This design comes from an exercise in tuning for small area on the open sky130 flow, not from production work.
In this exercise RTL edits were held to simulation tests only and were not proved equivalent to the original.
Power and IR drop assume default switching activity.

== exp/cedar ==
Design du_dump_top, start of the top module:
module du_dump_top #(
    parameter int CLKS_PER_BIT = 16
) (
    input  logic                     clk,
    input  logic                     i_rst,
    input  logic                     i_rx,
    output logic                     o_tx,
    input  logic [du_pkg::NB_PC-1:0] i_pc,
    input  logic                     i_rf_wr_en,
    input  logic [du_pkg::NB_REG_ADDR-1:0] i_rf_wr_addr,
    input  logic [du_pkg::NB_REG-1:0]      i_rf_wr_data,
    output logic                     o_busy,
    output logic                     o_dump_done
);
Size in the first run: ~3000 cells after synthesis, ~1200 flip-flops, about 0.034 mm² of cells after synthesis.
Settings: LEC_CHECK=0, CAP_MARGIN=20, CORE_MARGIN=2, CORE_UTILIZATION=80, CTS_BUF_LIST=sky130_fd_sc_hd__clkbuf_8, CTS_CLUSTER_DIAMETER=45, CTS_CLUSTER_SIZE=18, PLACE_DENSITY=0.9, SLEW_MARGIN=20; clock period 6.0 ns.
standard.sh (not shown) runs the stock make flow with config.mk's settings and CLKGATE_MAP_FILE= SYNTH_SCRIPT=/design/flow/synth_recipe.tcl, a recipe that flattens the netlist after the stock synthesis.
==> flow/flow/run.sh <==
#!/bin/bash
# The standard layout, with the port buffers made of the smallest buffer
# cell instead of the one buffer_ports picks by itself. Each step's full
# output is in orfs/logs/ as usual; what standard.sh prints goes to
# standard.log here.
set -euo pipefail
export BUFFER_PORTS_ARGS="-buffer_cell sky130_fd_sc_hd__buf_1"
bash standard.sh finish > standard.log 2>&1
exp/cedar | status: complete | timing, DRC, antenna: pass
Inputs modified between exp/cedar and exp/delta:
Settings: CTS_BUF_LIST: sky130_fd_sc_hd__clkbuf_8 -> sky130_fd_sc_hd__clkbuf_16; CORE_UTILIZATION: 80 -> 60; PLACE_DENSITY: 0.9 -> 0.7; CTS_CLUSTER_DIAMETER: 45 -> 60; CTS_CLUSTER_SIZE: 18 -> 30.
==> flow/run.sh (new file) <==
#!/bin/bash
# synth_recipe.tcl (not shown) runs the flow's synth.tcl, then flattens the netlist and writes it again
# the make line also repeats each setting of config.mk as NAME=value (left out here)
make -C /OpenROAD-flow-scripts/flow DESIGN_CONFIG=/design/flow/config.mk WORK_HOME=/design/flow/orfs CLKGATE_MAP_FILE= SYNTH_SCRIPT=/design/flow/synth_recipe.tcl finish
removed: flow/flow/run.sh
removed: flow/standard.sh
--- outcome ---
- exp/cedar → exp/delta: share of the final layout cell area in multi-input gates fell 0.59 points, area overhead of the layout relative to synthesis grew by 2.4 points, register-to-register slack +0.06 ns.
- The worst path setup slack after routing in exp/delta sits 0.33 ns below the value recorded for exp/cedar.
- Per the comparison of exp/delta with exp/cedar, maximum frequency shows a reduction of 7.4%; routed wire length went down; combinational power now sits at about the same level; number of buffers inserted during clock tree synthesis decreased about 40%.
The following lists how exp/willow was set up differently from exp/delta:
==> flow/flow/run.sh (new file) <==
#!/bin/bash
# The standard layout, with the port buffers made of the smallest buffer
# cell instead of the one buffer_ports picks by itself. Each step's full
# output is in orfs/logs/ as usual; what standard.sh prints goes to
# standard.log here.
set -euo pipefail
export BUFFER_PORTS_ARGS="-buffer_cell sky130_fd_sc_hd__buf_1"
bash standard.sh finish > standard.log 2>&1
==> flow/standard.sh (new file) <==
#!/bin/bash
# synth_recipe.tcl (not shown) runs the flow's synth.tcl, then flattens the netlist and writes it again
# the make line also repeats each setting of config.mk as NAME=value (left out here)
make -C /OpenROAD-flow-scripts/flow DESIGN_CONFIG=/design/flow/config.mk WORK_HOME=/design/flow/orfs CLKGATE_MAP_FILE= SYNTH_SCRIPT=/design/flow/synth_recipe.tcl "${@:-finish}"
removed: flow/run.sh
Findings:
Non-clock buffer count (exp/willow / exp/delta): 1.07
Summary of exp/willow over exp/delta: total power consumption of the routed design went down; critical path depth +7; final area lost 1.2%; routing usage on met1 went up by 0.16 points.
exp/willow: half-perimeter wire length after placement about 1% above exp/delta
exp/willow gives less met3 wire length than exp/delta did.
First-pass GRT wire length of exp/willow falls short of that of exp/delta slightly.
Compared exp/willow vs exp/delta, and power density over the cells is up in exp/willow.
Comparing exp/willow against exp/delta, there is no change at all in number of instances resized during post-cts repair.
Sequential share of layout area ends up higher on exp/willow.
Edits applied to the flow inputs when going from exp/willow to exp/fjord:
Settings: CORE_UTILIZATION: 60 -> 75; CTS_CLUSTER_DIAMETER: 60 -> 50; CTS_CLUSTER_SIZE: 30 -> 20; PLACE_DENSITY: 0.7 -> 0.85; CTS_BUF_LIST: sky130_fd_sc_hd__clkbuf_16 -> sky130_fd_sc_hd__clkbuf_8.
## What came out
Total number of placement rows down 10% in exp/fjord wrt exp/willow. Highest fanout seen on the critical path: exp/fjord vs exp/willow up 10. For exp/willow, the busiest layer in global routing was met1, unlike exp/fjord, where it was met2. exp/willow has lower setup slack of the critical path after layout than exp/fjord. exp/fjord — largest net degree at the start of global routing 50 lower, exp/willow as reference. Clock skew for exp/fjord: 0.032 ns up relative to exp/willow. Against exp/willow, total power in exp/fjord came out better. Looking at launching instance or port of the critical path, the i_du_regfile_tx.count_reg[0] result is from exp/fjord; the i_cpu_regfile.ph[0] one comes from exp/willow.

========
Setup of north:
Starting RTL as in the previous note.
export LEC_CHECK = 0
export CAP_MARGIN = 20
export CORE_MARGIN = 2
export CORE_UTILIZATION = 75
export CTS_BUF_LIST = sky130_fd_sc_hd__clkbuf_16
export CTS_CLUSTER_DIAMETER = 50
export CTS_CLUSTER_SIZE = 30
export PLACE_DENSITY = 0.85
export SLEW_MARGIN = 20
create_clock -name core_clock -period 6.0 [get_ports {clk}]
==> flow/flow/run.sh <==
#!/bin/bash
# The standard layout, with the port buffers made of the smallest buffer
# cell instead of the one buffer_ports picks by itself. Each step's full
# output is in orfs/logs/ as usual; what standard.sh prints goes to
# standard.log here.
set -euo pipefail
export BUFFER_PORTS_ARGS="-buffer_cell sky130_fd_sc_hd__buf_1"
bash standard.sh finish > standard.log 2>&1
Having completed the whole flow, north delivered a layout that passed the timing, DRC and antenna checks.
### north -> south
- changing CTS_BUF_LIST from sky130_fd_sc_hd__clkbuf_16 to sky130_fd_sc_hd__clkbuf_8
- changing CTS_CLUSTER_SIZE from 30 to 20
==> flow/run.sh (new file) <==
#!/bin/bash
# synth_recipe.tcl (not shown) runs the flow's synth.tcl, then flattens the netlist and writes it again
# the make line also repeats each setting of config.mk as NAME=value (left out here)
make -C /OpenROAD-flow-scripts/flow DESIGN_CONFIG=/design/flow/config.mk WORK_HOME=/design/flow/orfs CLKGATE_MAP_FILE= SYNTH_SCRIPT=/design/flow/synth_recipe.tcl finish
removed: flow/flow/run.sh
removed: flow/standard.sh
### Flow results
NOTE: total of plain and repair buffers excluding clock buffers in south falls short of that of north. The final reports for south and north show number of clock buffers in the layout higher in the former. Global-route wire length before repair, south and north: smaller value in south. Total power, south and north: lower on south. In the tables for south and north, register share of the cell area reads higher with south. south against north: setup slack after layout dropped 0.31 ns, via count of the first global-routing pass dropped 1069, met2 global-route usage dropped 1.9 points, achievable clock frequency dropped about 7%. Final non-filler cell area (lower): south.
--- input diff south..east ---
- CTS_BUF_LIST now sky130_fd_sc_hd__clkbuf_4 sky130_fd_sc_hd__clkbuf_8, was sky130_fd_sc_hd__clkbuf_8
- CTS_CLUSTER_DIAMETER now 40, was 50
- CTS_CLUSTER_SIZE now 16, was 20
==> flow/flow/run.sh (new file) <==
#!/bin/bash
# The standard layout, with the port buffers made of the smallest buffer
# cell instead of the one buffer_ports picks by itself. Each step's full
# output is in orfs/logs/ as usual; what standard.sh prints goes to
# standard.log here.
set -euo pipefail
export BUFFER_PORTS_ARGS="-buffer_cell sky130_fd_sc_hd__buf_1"
bash standard.sh finish > standard.log 2>&1
==> flow/standard.sh (new file) <==
#!/bin/bash
# synth_recipe.tcl (not shown) runs the flow's synth.tcl, then flattens the netlist and writes it again
# the make line also repeats each setting of config.mk as NAME=value (left out here)
make -C /OpenROAD-flow-scripts/flow DESIGN_CONFIG=/design/flow/config.mk WORK_HOME=/design/flow/orfs CLKGATE_MAP_FILE= SYNTH_SCRIPT=/design/flow/synth_recipe.tcl "${@:-finish}"
removed: flow/run.sh
==> comparison <==
- Taking south as the reference, in east count of cells along the worst register-to-register path grew by 1, number of well taps roughly the same, power went up by about 13%.
- Between south and east, worst IR drop on VDD is lower for south, east comes in above that.
- Clock-buffer cell count was higher in east than in south.
- Critical path depth came out exactly the same in south and east.
- Core utilization, south and east: higher on east
[inputs] west vs east
- a change of CORE_UTILIZATION from 75 to 60
- a change of CTS_CLUSTER_DIAMETER from 40 to 50
- a change of CTS_CLUSTER_SIZE from 16 to 20
- a change of CTS_BUF_LIST from sky130_fd_sc_hd__clkbuf_4 sky130_fd_sc_hd__clkbuf_8 to sky130_fd_sc_hd__clkbuf_8
- a change of PLACE_DENSITY from 0.85 to 0.7
==> flow/run.sh (new file) <==
#!/bin/bash
# synth_recipe.tcl (not shown) runs the flow's synth.tcl, then flattens the netlist and writes it again
# the make line also repeats each setting of config.mk as NAME=value (left out here)
make -C /OpenROAD-flow-scripts/flow DESIGN_CONFIG=/design/flow/config.mk WORK_HOME=/design/flow/orfs CLKGATE_MAP_FILE= SYNTH_SCRIPT=/design/flow/synth_recipe.tcl finish
removed: flow/flow/run.sh
removed: flow/standard.sh
==> comparison <==
- Design area: west < east
- Per the comparison of west with east, worst setup timing slack at the placement stage now smaller, total power went down by 1400 µW.
- east -> west: buffers plus inverters on the worst setup path delta 0, exact match

[separate check: timing with driven ports]
Ports are ideal in the flow. The routed layouts listed here were re-timed in OpenROAD. Step 1: set_driving_cell puts a clkbuf_16 on clk and a buf_2 on each other input, an assumption about the parent block. Step 2, shift: input delay + t, output delay - t, t = (earliest + latest rising clock arrival at the registers) / 2. This alone moves slack from input paths to output paths. Slacks: ideal / step 1 / step 2; pairs: ideal / step 1.
run | t (ns) | setup slack, ns | hold WS [ns] | clock arrival spread, ns | pins driven straight from the clock port
exp/cedar | 0.758 | 1.833 / 1.797 / 1.524 | 0.398 / 0.398 / 0.398 | 0.056 / 0.057 | 1
exp/delta | 0.708 | 1.502 / 1.438 / 1.272 | 0.408 / 0.408 / 0.408 | 0.035 / 0.035 | 1
exp/willow | 0.696 | 1.817 / 1.817 / 1.548 | 0.408 / 0.408 / 0.408 | 0.036 / 0.036 | 1
exp/fjord | 0.746 | 1.869 / 1.813 / 1.612 | 0.390 / 0.390 / 0.390 | 0.072 / 0.072 | 1
north | 0.720 | 1.836 / 1.775 / 1.632 | 0.408 / 0.408 / 0.408 | 0.041 / 0.041 | 1
south | 0.738 | 1.524 / 1.468 / 1.295 | 0.399 / 0.399 / 0.399 | 0.058 / 0.057 | 1
east | 0.792 | 1.830 / 1.775 / 1.585 | 0.400 / 0.400 / 0.400 | 0.042 / 0.042 | 1
west | 0.762 | 1.461 / 1.398 / 1.275 | 0.385 / 0.385 / 0.385 | 0.042 / 0.041 | 1
After both steps setup and hold are still met in every run listed. For exp/cedar, which loses most, drivers alone change the setup slack by -0.036 ns; drivers and shift together by -0.309 ns.
